Background: an optimization exercise with open tools, aiming at small area, a short achievable clock period and few clock cycles per item. Do not read the settings as production practice.
RTL that was checked went through simulation tests only; none was proved equivalent to the original.
No activity file was given, so power comes from the tool's default toggle rates.

## before
## ems_mapper_top
module ems_mapper_top (
   input  logic        clock,
   input  logic        reset,
   input  logic        req_valid,
   output logic        req_ready,
   input  logic [1:0]  req_mode,
   input  logic [15:0] req_io_port,
   input  logic [7:0]  req_write_data,
   input  logic [19:0] req_mem_address,
   output logic        rsp_valid,
   input  logic        rsp_ready,
   output logic [7:0]  rsp_read_data,
   output logic [2:0]  rsp_region,
   output logic        rsp_ems_hit,
   output logic [29:0] rsp_ems_address,
   input  logic        csr_valid,
   output logic        csr_ready,
   input  logic [7:0]  csr_index,
   input  logic [31:0] csr_wdata
);
   epfmm_pkg::req_type req_data;
   epfmm_pkg::rsp_type rsp_data;
   assign req_data.mode        = req_mode;
   assign req_data.io_port     = req_io_port;
   assign req_data.write_data  = req_write_data;
   assign req_data.mem_address = req_mem_address;
   assign rsp_read_data   = rsp_data.read_data;
   assign rsp_region      = rsp_data.region;
   assign rsp_ems_hit     = rsp_data.ems_hit;
   assign rsp_ems_address = rsp_data.ems_address;
   ems_page_frame_memory_mapper_unit #(.PORT_BASE(608)) u_unit (
      .clock     (clock),
      .reset     (reset),
      .req_valid (req_valid),
      .req_ready (req_ready),
      .req_data  (req_data),
      .rsp_valid (rsp_valid),
      .rsp_ready (rsp_ready),
      .rsp_data  (rsp_data),
      .csr_valid (csr_valid),
      .csr_ready (csr_ready),
      .csr_index (csr_index),
      .csr_wdata (csr_wdata)
   );
endmodule
Size in the first run: roughly 600 flip-flops, ~140 I/O pins.
==> flow/config.mk <==
export PLATFORM = sky130hd
export DESIGN_NAME = ems_mapper_top
export DESIGN_NICKNAME = ems_mapper_top
export VERILOG_FILES = /design/flow/design.v
export SDC_FILE = /design/flow/constraint.sdc
export NUM_CORES = 4
export LEC_CHECK = 0
export ABC_CLOCK_PERIOD_IN_PS = 2000
export CAP_MARGIN = 20
export CORE_MARGIN = 2
export CORE_UTILIZATION = 40
export SETUP_SLACK_MARGIN = 2.8
export SLEW_MARGIN = 20
==> flow/constraint.sdc <==
create_clock -name core_clock -period 5.0 [get_ports {clock}]
set_input_delay 1.0000 -clock core_clock [delete_from_list [all_inputs] [get_ports {clock}]]
set_output_delay 1.0000 -clock core_clock [all_outputs]
set_load 0.01 [all_outputs]
run.sh (not shown) runs the stock make flow with config.mk's settings and CLKGATE_MAP_FILE= SYNTH_SCRIPT=/design/flow/synth_recipe.tcl, a recipe that flattens the netlist after the stock synthesis.
The flow did not stop early for before: all stages ran, and the layout cleared the timing, design-rule and antenna checks.
The following lists how after was set up differently from before:
# before
export LEC_CHECK = 0
export ABC_CLOCK_PERIOD_IN_PS = 2000
export CAP_MARGIN = 20
export CORE_MARGIN = 2
export CORE_UTILIZATION = 40
export SETUP_SLACK_MARGIN = 2.8
export SLEW_MARGIN = 20
create_clock -name core_clock -period 5.0 [get_ports {clock}]
# after
export LEC_CHECK = 0
export CAP_MARGIN = 20
export CORE_MARGIN = 2
export CORE_UTILIZATION = 40
export SLEW_MARGIN = 20
create_clock -name core_clock -period 5.0 [get_ports {clock}]
Notes after the runs:
- after vs before: global-route wire length before repair down in after
- Compared with before, post-route total power in after decreased by a few percent.
- Relative area change from synthesis to final layout for after: 33 points down relative to before
- NOTE post-route non-filler standard cell count before->after decreased by a little under 10%
No functional check of the RTL was part of any run of this note.

## job 414
Another version of the RTL of ems_mapper_top (not shown whole).
Size: roughly 580 flip-flops.
==> flow/config.mk <==
export PLATFORM = sky130hd
export DESIGN_NAME = ems_mapper_top
export DESIGN_NICKNAME = ems_mapper_top
export VERILOG_FILES = /design/flow/design.v
export SDC_FILE = /design/flow/constraint.sdc
export NUM_CORES = 4
export LEC_CHECK = 0
export CAP_MARGIN = 20
export CORE_MARGIN = 2
export CORE_UTILIZATION = 40
export CTS_CLUSTER_DIAMETER = 80
export CTS_CLUSTER_SIZE = 30
export SETUP_SLACK_MARGIN = 2.2
export SLEW_MARGIN = 20
==> flow/constraint.sdc <==
create_clock -name core_clock -period 5.0 [get_ports {clock}]
set_input_delay 1.0000 -clock core_clock [delete_from_list [all_inputs] [get_ports {clock}]]
set_output_delay 1.0000 -clock core_clock [all_outputs]
set_load 0.01 [all_outputs]
standard.sh (not shown) runs the stock make flow with config.mk's settings and CLKGATE_MAP_FILE= SYNTH_SCRIPT=/design/flow/synth_recipe.tcl, a recipe that flattens the netlist after the stock synthesis.
==> flow/flow/run.sh <==
#!/bin/bash
# Layout flow: the standard flow (standard synthesis unchanged), with two
# placement/sizing settings changed after synthesis:
#  - the port buffers are buf_2 cells rather than the resizer's default pick
#    (a delay cell on this platform), so ports still get a buffer each;
#  - timing repair may swap a cell for one of another footprint (another
#    drive strength), not only for one of the same footprint.
# Each step's full output goes to a log file of its own in this folder.
set -euo pipefail
bash standard.sh synth > synth.log 2>&1
bash standard.sh MATCH_CELL_FOOTPRINT=0 \
   "BUFFER_PORTS_ARGS=-buffer_cell sky130_fd_sc_hd__buf_2" finish > layout.log 2>&1
Testbench counts of job 414, summed over its fixed seeds: cycles 7,101, items 7,085.
### job 414 -> job 6037
# job 414
export LEC_CHECK = 0
export CAP_MARGIN = 20
export CORE_MARGIN = 2
export CORE_UTILIZATION = 40
export CTS_CLUSTER_DIAMETER = 80
export CTS_CLUSTER_SIZE = 30
export SETUP_SLACK_MARGIN = 2.2
export SLEW_MARGIN = 20
create_clock -name core_clock -period 5.0 [get_ports {clock}]
# job 6037
export LEC_CHECK = 0
export CAP_MARGIN = 20
export CORE_MARGIN = 2
export CORE_UTILIZATION = 40
export SETUP_SLACK_MARGIN = 2.5
export SLEW_MARGIN = 20
create_clock -name core_clock -period 5.0 [get_ports {clock}]
==> flow/run.sh (new file) <==
#!/bin/bash
# synth_recipe.tcl (not shown) runs the flow's synth.tcl, then flattens the netlist and writes it again
# the make line also repeats each setting of config.mk as NAME=value (left out here)
make -C /OpenROAD-flow-scripts/flow DESIGN_CONFIG=/design/flow/config.mk WORK_HOME=/design/flow/orfs CLKGATE_MAP_FILE= SYNTH_SCRIPT=/design/flow/synth_recipe.tcl finish
removed: flow/flow/run.sh
removed: flow/standard.sh
Findings:
Job 6037 finished end to end and its layout was clean on timing, DRC and antenna.
Relative to job 414, total power has gone up in job 6037.
The routed wire length in job 6037 sits 9.1% above the value recorded for job 414.
Against job 414 as the reference, job 6037 delivers a higher cell count.
Lower final critical delay including setup and external delays among job 414 and job 6037: job 6037
Comparing job 414 and job 6037, the higher design area is on job 6037.
Violation count after the first detailed-routing iteration for job 6037: 298 down relative to job 414
The inputs of job 797 differ from those of job 6037 as listed below.
# job 6037
export LEC_CHECK = 0
export CAP_MARGIN = 20
export CORE_MARGIN = 2
export CORE_UTILIZATION = 40
export SETUP_SLACK_MARGIN = 2.5
export SLEW_MARGIN = 20
create_clock -name core_clock -period 5.0 [get_ports {clock}]
# job 797
export LEC_CHECK = 0
export CAP_MARGIN = 20
export CORE_MARGIN = 2
export CORE_UTILIZATION = 40
export CTS_CLUSTER_DIAMETER = 80
export CTS_CLUSTER_SIZE = 30
export SETUP_SLACK_MARGIN = 2.1
export SLEW_MARGIN = 20
create_clock -name core_clock -period 5.0 [get_ports {clock}]
Notes after the runs:
Measured against each other, job 797 and job 6037 differ in total routing resource utilization after global routing, the higher figure coming from job 6037. Taking job 6037 over job 797, the power ratio works out to 1.16. Multi-input combinational cell count: job 797 vs job 6037 — no meaningful difference. On detailed-routing iteration count for the pre-antenna-repair pass: job 797 sits above job 6037. Share of the clock period used by the worst path is lower on job 6037. The met3 routed wirelength of job 797 is lower than that of job 6037. Diff job 797 and job 6037: wire length lower in job 797.
#### Input delta (job 6013 over job 797)
# job 797
export LEC_CHECK = 0
export CAP_MARGIN = 20
export CORE_MARGIN = 2
export CORE_UTILIZATION = 40
export CTS_CLUSTER_DIAMETER = 80
export CTS_CLUSTER_SIZE = 30
export SETUP_SLACK_MARGIN = 2.1
export SLEW_MARGIN = 20
create_clock -name core_clock -period 5.0 [get_ports {clock}]
# job 6013
export LEC_CHECK = 0
export CAP_MARGIN = 20
export CORE_MARGIN = 2
export CORE_UTILIZATION = 40
export SETUP_SLACK_MARGIN = 2.2
export SLEW_MARGIN = 20
create_clock -name core_clock -period 5.0 [get_ports {clock}]
### Flow results
Global-route wire length before repair of job 6013 exceeds that of job 797 slightly. Job 6013 vs job 797: final-layout clock-cell area share up in job 6013. Summary of job 6013 over job 797: H-tree depth reported by CTS rose by 2; final routed wire length divided by cell count decreased by about 0.9% relative to the old numbers. [compare] base=job 797 new=job 6013: clock power rose by about 46%; initial antenna violation count rose by 1.
--- input diff job 6013..job 461 ---
# job 6013
export LEC_CHECK = 0
export CAP_MARGIN = 20
export CORE_MARGIN = 2
export CORE_UTILIZATION = 40
export SETUP_SLACK_MARGIN = 2.2
export SLEW_MARGIN = 20
create_clock -name core_clock -period 5.0 [get_ports {clock}]
# job 461
export LEC_CHECK = 0
export CAP_MARGIN = 20
export CORE_MARGIN = 2
export CORE_UTILIZATION = 40
export SETUP_SLACK_MARGIN = 2.0
export SLEW_MARGIN = 20
create_clock -name core_clock -period 5.0 [get_ports {clock}]
## What came out
Job 461 vs job 6013: post-route total power down slightly. Diff job 6013 and job 461: global-route usage lower in job 461. Going from job 6013 to job 461, core region area level, row count level.
The following lists how job 5468 was set up differently from job 461:
# job 461
export LEC_CHECK = 0
export CAP_MARGIN = 20
export CORE_MARGIN = 2
export CORE_UTILIZATION = 40
export SETUP_SLACK_MARGIN = 2.0
export SLEW_MARGIN = 20
create_clock -name core_clock -period 5.0 [get_ports {clock}]
# job 5468
export LEC_CHECK = 0
export CAP_MARGIN = 20
export CORE_MARGIN = 2
export CORE_UTILIZATION = 55
export SETUP_SLACK_MARGIN = 2.2
export SLEW_MARGIN = 20
create_clock -name core_clock -period 5.0 [get_ports {clock}]
Notes after the runs:
Job 5468 vs job 461: final estimated routing congestion in global placement up by a few percent
Changes observed in job 5468 relative to job 461: setup slack of the critical path after layout +0.025 ns, routed wire length -about 2.3%, global-route met1 utilization +12 points.
Of job 5468 and job 461, it is job 5468 that has the lower relative area of clock buffers and inverters in the final design.
Number of nets in the layout delta (job 461 -> job 5468): insignificant
Summary: with job 461 as the reference, placeable core region in job 5468 moved down by more than a quarter.
Status: hold slack parity (job 461, job 5468)

Setup of main:
Another version of the RTL of ems_mapper_top (not shown whole).
Size in the first run: roughly 2800 cells after synthesis, ~600 flip-flops, roughly 29000 um2 of cells after synthesis.
Settings: LEC_CHECK=0, CAP_MARGIN=20, CORE_MARGIN=2, CORE_UTILIZATION=40, SETUP_SLACK_MARGIN=2.0, SLEW_MARGIN=20; clock period 5.0 ns.
run.sh (not shown) runs the stock make flow with config.mk's settings and CLKGATE_MAP_FILE= SYNTH_SCRIPT=/design/flow/synth_recipe.tcl, a recipe that flattens the netlist after the stock synthesis.
Stock flow here: none of the scripts above is used.
diff inputs: main => the feature branch
==> flow/flow/run.sh (new file) <==
#!/bin/bash
# Layout flow: the standard flow (standard synthesis unchanged), with two
# placement/sizing settings changed after synthesis:
#  - the port buffers are buf_2 cells rather than the resizer's default pick
#    (a delay cell on this platform), so ports still get a buffer each;
#  - timing repair may swap a cell for one of another footprint (another
#    drive strength), not only for one of the same footprint.
# Each step's full output goes to a log file of its own in this folder.
set -euo pipefail
bash standard.sh synth > synth.log 2>&1
bash standard.sh MATCH_CELL_FOOTPRINT=0 \
   "BUFFER_PORTS_ARGS=-buffer_cell sky130_fd_sc_hd__buf_2" finish > layout.log 2>&1
==> flow/standard.sh (new file) <==
#!/bin/bash
# synth_recipe.tcl (not shown) runs the flow's synth.tcl, then flattens the netlist and writes it again
# the make line also repeats each setting of config.mk as NAME=value (left out here)
make -C /OpenROAD-flow-scripts/flow DESIGN_CONFIG=/design/flow/config.mk WORK_HOME=/design/flow/orfs CLKGATE_MAP_FILE= SYNTH_SCRIPT=/design/flow/synth_recipe.tcl "${@:-finish}"
removed: flow/run.sh
When the feature branch is measured against main, its routed length on met2 turns out 0.39% lower. Between main and the feature branch, the flow reports number of fill cells increasing slightly. Timing, DRC, antenna: 0 failures across the feature branch and main. Changes observed in the feature branch relative to main: critical path depth went up 1; wire length reported by the detailed router now smaller. As far as count of inserted tapcells goes, the feature branch and main are indistinguishable; the numbers are identical. Between the feature branch and main, the difference in number of global-route vias before repair is negligible. Going from main to the feature branch, combinational group share of total power -0.6 points; post-layout utilization of the core shrank by 1.4 points. Delta (the feature branch minus main): layout-stage area growth over the synthesis result went down 3.5 points, share of post-route cells with drive strength above 1 went up.
No functional check of the RTL was part of any run of this note.

ems_mapper_top with an RTL version that a note above also has.
For scale: roughly 140 I/O pins, ~30000 um^2 of cells after synthesis.
clock: 5.0 ns
lec_check: 0
abc_area: 1
cap_margin: 20
core_margin: 2
core_utilization: 40
cts_cluster_diameter: 80
cts_cluster_size: 30
setup_slack_margin: 2.2
slew_margin: 20
Stock flow here: none of the scripts above is used.
Testbench counts at the start, summed over its fixed seeds: cycles 7,101, items 7,085.
Edit:
- ABC_AREA: 1 -> default
- SETUP_SLACK_MARGIN: 2.2 -> 2.3
What happened:
- cell area falls by 4.2%
- routed wire length falls by 4.9%
- area after synthesis falls by 7.5%
- hold slack stays flat
- non-clock buffer count rises by 47
Edit:
- CTS_CLUSTER_DIAMETER: 80 -> 60
- CTS_CLUSTER_SIZE: 30 -> 25
- SETUP_SLACK_MARGIN: 2.3 -> 2.2
=>
- The changed run completed without violations
- register-to-register slack barely changes
- power grows by 7.5%
- wire length is lower by 1.1%
- via count barely changes
- cell area fell by 0.45%
- worst setup slack gets better by 0.037 ns
- clock skew is higher by 0.012 ns
- clock power came out higher by 25%
- final cell count fell by 0.41%
- clock-buffer cell count went up by 15
Edit:
- CTS_CLUSTER_DIAMETER: 60 -> 80
- CTS_CLUSTER_SIZE: 25 -> 30
- TNS_END_PERCENT: default -> 20
Final area goes down by 1.5%.
Critical path depth goes down by 2.
Total power goes down by 7.1%.
Sequential share of layout area goes up by 0.66 points.
Utilization goes down by 0.69 points.
Global-route usage hardly moves.

## try-raven
Another version of the RTL of ems_mapper_top (not shown whole).
Size in the first run: ~2,500 cells after synthesis, roughly 580 flip-flops, ~140 I/O pins, roughly 28,000 sq um of cells after synthesis.
## ems_mapper_top
module ems_mapper_top (
   input  logic        clock,
   input  logic        reset,
   input  logic        req_valid,
   output logic        req_ready,
   input  logic [1:0]  req_mode,
   input  logic [15:0] req_io_port,
   input  logic [7:0]  req_write_data,
   input  logic [19:0] req_mem_address,
   output logic        rsp_valid,
   input  logic        rsp_ready,
   output logic [7:0]  rsp_read_data,
   output logic [2:0]  rsp_region,
   output logic        rsp_ems_hit,
   output logic [29:0] rsp_ems_address,
   input  logic        csr_valid,
   output logic        csr_ready,
   input  logic [7:0]  csr_index,
   input  logic [31:0] csr_wdata
);
   epfmm_pkg::req_type req_data;
   epfmm_pkg::rsp_type rsp_data;
   assign req_data.mode        = req_mode;
   assign req_data.io_port     = req_io_port;
   assign req_data.write_data  = req_write_data;
   assign req_data.mem_address = req_mem_address;
   assign rsp_read_data   = rsp_data.read_data;
   assign rsp_region      = rsp_data.region;
   assign rsp_ems_hit     = rsp_data.ems_hit;
   assign rsp_ems_address = rsp_data.ems_address;
   ems_page_frame_memory_mapper_unit #(.PORT_BASE(608)) u_unit (
      .clock     (clock),
      .reset     (reset),
      .req_valid (req_valid),
      .req_ready (req_ready),
      .req_data  (req_data),
      .rsp_valid (rsp_valid),
      .rsp_ready (rsp_ready),
      .rsp_data  (rsp_data),
      .csr_valid (csr_valid),
      .csr_ready (csr_ready),
      .csr_index (csr_index),
      .csr_wdata (csr_wdata)
   );
endmodule
clock: 5.0 ns
lec_check: 0
cap_margin: 20
core_margin: 2
core_utilization: 40
setup_slack_margin: 2.0
slew_margin: 20
try-raven reached the final stage; the timing, design-rule and antenna checks on its layout passed.
[inputs] try-violet vs try-raven
Settings: SETUP_SLACK_MARGIN now 2.2, was 2.0.
==> comparison <==
try-violet completed every stage of the flow, and the final layout passed the timing, design-rule and antenna checks.
Compared with try-raven, in try-violet setup slack up 50 ps, power share of the combinational group did not really move, clock power neither gained nor lost much.
Function was not checked in any run of this note: the RTL went through the layout flow alone.

==> afterwards: timing with drivers on the ports <==
The results above use ideal ports. As a check the final layouts listed here were re-extracted and re-timed, cells and wires unchanged.
Step 1 (the two cells are an assumption about what drives the block):
set clk [get_ports {clock}]
set_driving_cell -lib_cell sky130_fd_sc_hd__clkbuf_16 $clk
set_driving_cell -lib_cell sky130_fd_sc_hd__buf_2 [delete_from_list [all_inputs] $clk]
Step 2 adds t to the input delays and takes it off the output delays; t is the mean of the earliest and latest rising clock arrival at the registers after step 1. Input paths then give back, and output paths get back, about the clock's delay inside the block.
Three values: ideal ports, drivers, drivers and shift; two values: the first two.
| run | t (ns) | setup WS [ns] | slew at the worst register clock pin (ns) |
|---|---|---|---|
| before | 0.705 | 1.075 / 1.075 / 1.075 | 0.07 / 0.07 |
| after | 0.698 | 0.387 / 0.387 / 0.387 | 0.06 / 0.06 |
| job 414 | 0.688 | 2.076 / 2.087 / 1.399 | 0.12 / 0.12 |
| job 6037 | 0.708 | 2.113 / 2.090 / 1.381 | 0.07 / 0.07 |
| job 797 | 0.699 | 2.027 / 2.062 / 1.363 | 0.11 / 0.11 |
| job 6013 | 0.673 | 2.135 / 2.108 / 1.435 | 0.06 / 0.06 |
| job 461 | 0.655 | 2.002 / 2.033 / 1.380 | 0.06 / 0.06 |
| job 5468 | 0.680 | 2.027 / 2.033 / 1.353 | 0.07 / 0.07 |
| main | 0.674 | 2.014 / 1.996 / 1.322 | 0.06 / 0.06 |
| the feature branch | 0.675 | 1.950 / 1.858 / 1.183 | 0.06 / 0.06 |
| the first run of note 4 | 0.643 | 2.215 / 2.248 / 1.605 | 0.11 / 0.11 |
| the second run of note 4 | 0.721 | 2.099 / 2.077 / 1.356 | 0.12 / 0.12 |
| the third run of note 4 | 0.665 | 2.136 / 2.111 / 1.445 | 0.10 / 0.10 |
| the fourth run of note 4 | 0.710 | 2.030 / 2.036 / 1.326 | 0.12 / 0.12 |
| try-raven | 0.697 | 1.599 / 1.599 / 0.956 | 0.06 / 0.06 |
| try-violet | 0.693 | 1.650 / 1.650 / 1.005 | 0.07 / 0.07 |
After both steps every run listed still meets setup and hold. For the feature branch, which loses most, drivers alone change the setup slack by -0.092 ns; drivers and shift together by -0.767 ns.
